What follows belongs to an exercise in optimizing a design on an open flow for small area and few clock cycles per item; a production flow would make more cautious choices. Function was checked by simulation only, so behaviour that the tests miss may differ from the original.

// fpmul_top
module fpmul_top (
	input  logic              clk,
	input  logic              rst,
	input  logic              in_valid,
	input  logic [31:0]       a,
	input  logic [31:0]       b,
	input  logic              out_credit,
	output logic              in_credit,
	output logic              out_valid,
	output logic [31:0]       z,
	output logic [FLAG_W-1:0] flags
);
clock: 9.0 ns
lec_check: 0
cap_margin: 20
core_margin: 2
core_utilization: 60
cts_buf_list: sky130_fd_sc_hd__clkbuf_8
cts_cluster_diameter: 60
cts_cluster_size: 18
gpl_timing_driven: 0
place_density: 0.7
slew_margin: 20
synth_hierarchical: 1
synth_minimum_keep_size: 0
standard.sh (not shown) runs the stock make flow with config.mk's settings and CLKGATE_MAP_FILE= SYNTH_SCRIPT=/design/flow/synth_recipe.tcl, a recipe that flattens the netlist after the stock synthesis.
==> flow/flow/run.sh <==
#!/bin/bash
# The standard layout, except that the port buffers are the smallest buffer
# cell instead of the flow's default choice. Every port still gets one.
set -e
export BUFFER_PORTS_ARGS="-buffer_cell sky130_fd_sc_hd__buf_1"
bash standard.sh > standard.log 2>&1
The first run went through all stages and came out clean.
Testbench counts at the start, summed over its fixed seeds: cycles 4,808, items 4,800.
==> next run, changes <==
Settings changed: CAP_MARGIN 20 to 0, GPL_TIMING_DRIVEN 0 to not set, SLEW_MARGIN 20 to 0.
- non-clock buffer count decreases by 61
- utilization decreases by 3.3 points
- via count decreases by 2.9%
- wire length decreases by 4.9%
- cell count decreases by 1.8%
- count of clock-buffer cells in the layout increases by 5
- global-route usage decreases by 1.6 points
- first-iteration DRC count decreases by 4.2%
- worst setup slack gets better by 31 ps


job 101:
Starting RTL as in the previous note.
Settings: LEC_CHECK=0, CAP_MARGIN=20, CORE_MARGIN=2, CORE_UTILIZATION=70, CTS_BUF_LIST=sky130_fd_sc_hd__clkbuf_4, PLACE_DENSITY=0.75, SLEW_MARGIN=20, SYNTH_HIERARCHICAL=1, SYNTH_MINIMUM_KEEP_SIZE=0; clock period 9.0 ns.
run.sh (not shown) runs the stock make flow with config.mk's settings and CLKGATE_MAP_FILE= SYNTH_SCRIPT=/design/flow/synth_recipe.tcl, a recipe that flattens the netlist after the stock synthesis.
Stock flow here: none of the scripts above is used.
Job 101 | stages: all done | timing, DRC, antenna: all pass
Testbench counts of job 101, summed over its fixed seeds: cycles 4,808, items 4,800.
The following lists how job 102 was set up differently from job 101:
- changing PLACE_DENSITY from 0.75 to 0.7
- changing CTS_BUF_LIST from sky130_fd_sc_hd__clkbuf_4 to sky130_fd_sc_hd__clkbuf_4 sky130_fd_sc_hd__clkbuf_8
- changing CORE_UTILIZATION from 70 to 60
Findings:
Lower ratio of final minimum period to clock period was reported by job 102, not job 101.
Re time the worst path needs with I/O delays and setup: job 102 and job 101 aren't equal, and the lower value belongs to job 102.
Job 102 has completed all stages; timing, DRC and antenna checks passed.
Job 102 against job 101: worst setup slack picked up an extra 0.31 ns, multi-input gate share of the layout cell area neither gained nor lost much, via count lost 2.3%.
> inputs changed (job 102 -> job 103)
- changing CTS_BUF_LIST from sky130_fd_sc_hd__clkbuf_4 sky130_fd_sc_hd__clkbuf_8 to sky130_fd_sc_hd__clkbuf_4
==> flow/flow/run.sh (new file) <==
#!/bin/bash
# The standard layout, except that the port buffers are the smallest buffer
# cell instead of the flow's default choice. Every port still gets one.
set -e
export BUFFER_PORTS_ARGS="-buffer_cell sky130_fd_sc_hd__buf_1"
bash standard.sh > standard.log 2>&1
==> flow/standard.sh (new file) <==
#!/bin/bash
# synth_recipe.tcl (not shown) runs the flow's synth.tcl, then flattens the netlist and writes it again
# the make line also repeats each setting of config.mk as NAME=value (left out here)
make -C /OpenROAD-flow-scripts/flow DESIGN_CONFIG=/design/flow/config.mk WORK_HOME=/design/flow/orfs CLKGATE_MAP_FILE= SYNTH_SCRIPT=/design/flow/synth_recipe.tcl "${@:-finish}"
removed: flow/run.sh
==> results.txt <==
- Critical path depth (lower): job 103
- Compared with job 102, count of non-CTS buffers in the layout in job 103 decreased by a few percent.
- sky130_fd_sc_hd__o311ai_0 as the critical path's slowest cell was reported by job 103, and sky130_fd_sc_hd__fa_1 by job 102.
- Between job 103 and job 102, slew at the pin with the worst max-slew slack is lower for job 102, job 103 comes in above that.
- Job 103 falls short of job 102 in worst setup slack before clock tree synthesis.
- Job 103 against job 102: number of vias in the routed layout went up by about 1.8%.
Relative to job 103, the following input files were edited for job 104:
- CTS_CLUSTER_DIAMETER: unset -> 50
- CTS_BUF_LIST: sky130_fd_sc_hd__clkbuf_4 -> sky130_fd_sc_hd__clkbuf_8
- CTS_CLUSTER_SIZE: unset -> 14
### Flow results
- Taking job 103 as the reference, in job 104 clock transition at the registers of the reported paths shows no meaningful change.
- Job 104 went all the way through synthesis, placement and routing and the layout is clean on timing, DRC and antenna.
- The flow did not stop early for job 103: all stages ran, and the layout cleared the timing, DRC and antenna checks.
- Looking at final routed wirelength across all metal layers across job 103 and job 104, the one that comes out higher is job 103.
- Higher flop-to-flop setup slack goes to job 103 over job 104.
The following lists how job 105 was set up differently from job 104:
- a deleted CTS_CLUSTER_SIZE that had been 14
- a deleted CTS_CLUSTER_DIAMETER that had been 50
- a deleted CTS_BUF_LIST that had been sky130_fd_sc_hd__clkbuf_8
==> flow/run.sh (new file) <==
#!/bin/bash
# synth_recipe.tcl (not shown) runs the flow's synth.tcl, then flattens the netlist and writes it again
# the make line also repeats each setting of config.mk as NAME=value (left out here)
make -C /OpenROAD-flow-scripts/flow DESIGN_CONFIG=/design/flow/config.mk WORK_HOME=/design/flow/orfs CLKGATE_MAP_FILE= SYNTH_SCRIPT=/design/flow/synth_recipe.tcl finish
removed: flow/flow/run.sh
removed: flow/standard.sh
[summary]
- Diff job 104 -> job 105 | final hold slack | increase of 0.0069 ns
- Comparing job 104 and job 105, the higher cell count along the critical path is on job 104.
- Job 105 against job 104; number of vias per cell is down slightly.
- The maximum achievable frequency in job 105 was higher than what job 104 gave.
- Between job 105 and job 104, the area used by multi-input combinational logic does not differ in any meaningful way.
- The overall via count from detail_route was comparable across job 104 and job 105.
- Global-route usage: job 105 vs job 104 up 0.33 points


build 73:
Another version of the RTL of fpmul_top (not shown whole).
For scale: about 2,200 cells after synthesis, ~110 I/O pins, ~27,000 um2 of cells after synthesis.
==> flow/config.mk <==
export PLATFORM = sky130hd
export DESIGN_NAME = fpmul_top
export DESIGN_NICKNAME = fpmul_top
export VERILOG_FILES = /design/flow/design.v
export SDC_FILE = /design/flow/constraint.sdc
export NUM_CORES = 4
export LEC_CHECK = 0
export CAP_MARGIN = 20
export CORE_MARGIN = 2
export CORE_UTILIZATION = 60
export CTS_BUF_LIST = sky130_fd_sc_hd__clkbuf_8
export CTS_CLUSTER_DIAMETER = 60
export CTS_CLUSTER_SIZE = 18
export PLACE_DENSITY = 0.7
export SLEW_MARGIN = 20
export SYNTH_HIERARCHICAL = 1
export SYNTH_MINIMUM_KEEP_SIZE = 0
==> flow/constraint.sdc <==
create_clock -name core_clock -period 9.0 [get_ports {clk}]
set_input_delay 1.8000 -clock core_clock [delete_from_list [all_inputs] [get_ports {clk}]]
set_output_delay 1.8000 -clock core_clock [all_outputs]
set_load 0.01 [all_outputs]
standard.sh (not shown) runs the stock make flow with config.mk's settings and CLKGATE_MAP_FILE= SYNTH_SCRIPT=/design/flow/synth_recipe.tcl, a recipe that flattens the netlist after the stock synthesis.
==> flow/flow/run.sh <==
#!/bin/bash
# The standard layout, except that the port buffers are the smallest buffer
# cell instead of the flow's default choice. Every port still gets one.
set -e
export BUFFER_PORTS_ARGS="-buffer_cell sky130_fd_sc_hd__buf_1"
bash standard.sh > standard.log 2>&1
Build 73 completed end to end with timing, DRC and antenna clean.
Testbench counts of build 73, summed over its fixed seeds: cycles 4,808, items 4,800.
--- input diff build 73..build 17 ---
# build 73
export LEC_CHECK = 0
export CAP_MARGIN = 20
export CORE_MARGIN = 2
export CORE_UTILIZATION = 60
export CTS_BUF_LIST = sky130_fd_sc_hd__clkbuf_8
export CTS_CLUSTER_DIAMETER = 60
export CTS_CLUSTER_SIZE = 18
export PLACE_DENSITY = 0.7
export SLEW_MARGIN = 20
export SYNTH_HIERARCHICAL = 1
export SYNTH_MINIMUM_KEEP_SIZE = 0
create_clock -name core_clock -period 9.0 [get_ports {clk}]
# build 17
export LEC_CHECK = 0
export CAP_MARGIN = 20
export CORE_MARGIN = 2
export CORE_UTILIZATION = 70
export CTS_BUF_LIST = sky130_fd_sc_hd__clkbuf_8
export CTS_CLUSTER_DIAMETER = 50
export CTS_CLUSTER_SIZE = 16
export PLACE_DENSITY = 0.85
export SLEW_MARGIN = 20
export SYNTH_HIERARCHICAL = 1
export SYNTH_MINIMUM_KEEP_SIZE = 0
create_clock -name core_clock -period 9.0 [get_ports {clk}]
--- outcome ---
Every stage of the flow completed for build 17, and the final layout passed the timing, DRC and antenna checks. On final layout net count, build 73 and build 17 are basically level. Summary of build 17 over build 73: sequential share of cell area stayed essentially flat. Non-clock buffer count in build 17 vs build 73: down 13. Diff build 73 -> build 17: fraction of final layout cells sized beyond drive strength 1 now sits at about the same level; layout-stage area growth over the synthesis result now sits at about the same level. Of build 17 and build 73, it is build 17 that has the higher critical path depth in cells. When build 17 is set beside build 73, its final critical-path required period turns out to be 0.19 ns larger. Build 17 against build 73: period utilization grew by 2.1 points, tapcell count shrank by 14%.
Input changes introduced in build 44 (baseline for comparison: build 17):
# build 17
export LEC_CHECK = 0
export CAP_MARGIN = 20
export CORE_MARGIN = 2
export CORE_UTILIZATION = 70
export CTS_BUF_LIST = sky130_fd_sc_hd__clkbuf_8
export CTS_CLUSTER_DIAMETER = 50
export CTS_CLUSTER_SIZE = 16
export PLACE_DENSITY = 0.85
export SLEW_MARGIN = 20
export SYNTH_HIERARCHICAL = 1
export SYNTH_MINIMUM_KEEP_SIZE = 0
create_clock -name core_clock -period 9.0 [get_ports {clk}]
# build 44
export LEC_CHECK = 0
export CAP_MARGIN = 20
export CORE_MARGIN = 2
export CORE_UTILIZATION = 60
export CTS_BUF_LIST = sky130_fd_sc_hd__clkbuf_8
export CTS_CLUSTER_DIAMETER = 50
export CTS_CLUSTER_SIZE = 15
export PLACE_DENSITY = 0.7
export SLEW_MARGIN = 20
export SYNTH_HIERARCHICAL = 1
export SYNTH_MINIMUM_KEEP_SIZE = 0
create_clock -name core_clock -period 9.0 [get_ports {clk}]
Findings:
Build 44 finished all stages; the layout is clean.
Higher detail-routed net length per standard cell was reported by build 17, not build 44.
From build 17 to build 44 the numbers moved as follows: clock-pin slew reported for the worst setup and hold paths after clock tree synthesis stayed essentially flat.


fpmul_top, a different RTL version from the one above (not shown whole).
Size: ~2200 cells after synthesis, ~26000 um^2 of cells after synthesis.
export LEC_CHECK = 0
export CAP_MARGIN = 20
export CORE_MARGIN = 2
export CORE_UTILIZATION = 60
export CTS_BUF_LIST = sky130_fd_sc_hd__clkbuf_8
export CTS_CLUSTER_DIAMETER = 50
export CTS_CLUSTER_SIZE = 15
export PLACE_DENSITY = 0.7
export SLEW_MARGIN = 20
export SYNTH_HIERARCHICAL = 1
export SYNTH_MINIMUM_KEEP_SIZE = 0
create_clock -name core_clock -period 9.0 [get_ports {clk}]
Scripts as last shown in full above: flow/flow/run.sh
Testbench counts at the start, summed over its fixed seeds: cycles 4,808, items 4,800.
Next try:
CTS_CLUSTER_DIAMETER = 60   (was 50)
CTS_CLUSTER_SIZE = 18   (was 15)
Outcome: Non-clock buffer count does not change. Setup slack loses 42 ps. Clock skew goes up by 6.7 ps. Sequential share of layout area goes up by 0.12 points. Final area goes down by 0.37%. Synthesized cell count does not change. Cell count goes down by 0.47%. Synthesized area does not change.

what the ideal ports hide:
The flow's constraints put no driver on any port. The routed layouts listed below were extracted and timed again, unchanged, in two steps.
Step 1 (the two cells are an assumption about what drives the block):
set clk [get_ports {clk}]
set_driving_cell -lib_cell sky130_fd_sc_hd__clkbuf_16 $clk
set_driving_cell -lib_cell sky130_fd_sc_hd__buf_2 [delete_from_list [all_inputs] $clk]
Step 2, shift: input delay + t, output delay - t, t = (earliest + latest rising clock arrival at the registers) / 2. This alone moves slack from input paths to output paths.
Three values: no drivers, after step 1, after step 2; two values: the first two.
run	t (ns)	setup WS [ns]	slew at the worst register clock pin (ns)
the first run of note 1	0.626	0.290 / 0.290 / 0.290	0.12 / 0.12
the second run of note 1	0.676	0.321 / 0.321 / 0.321	0.11 / 0.11
job 101	0.778	0.323 / 0.323 / 0.323	0.08 / 0.08
job 102	0.687	0.635 / 0.635 / 0.635	0.07 / 0.07
job 103	0.847	0.311 / 0.311 / 0.311	0.09 / 0.09
job 104	0.644	0.268 / 0.268 / 0.268	0.09 / 0.09
job 105	0.600	0.477 / 0.477 / 0.477	0.07 / 0.07
build 73	0.657	0.505 / 0.505 / 0.505	0.12 / 0.12
build 17	0.657	0.315 / 0.315 / 0.315	0.10 / 0.10
build 44	0.625	0.503 / 0.503 / 0.503	0.09 / 0.09
the first run of note 4	0.643	0.514 / 0.514 / 0.514	0.09 / 0.09
the second run of note 4	0.675	0.471 / 0.471 / 0.471	0.11 / 0.11
After both steps setup and hold are still met in every run listed.
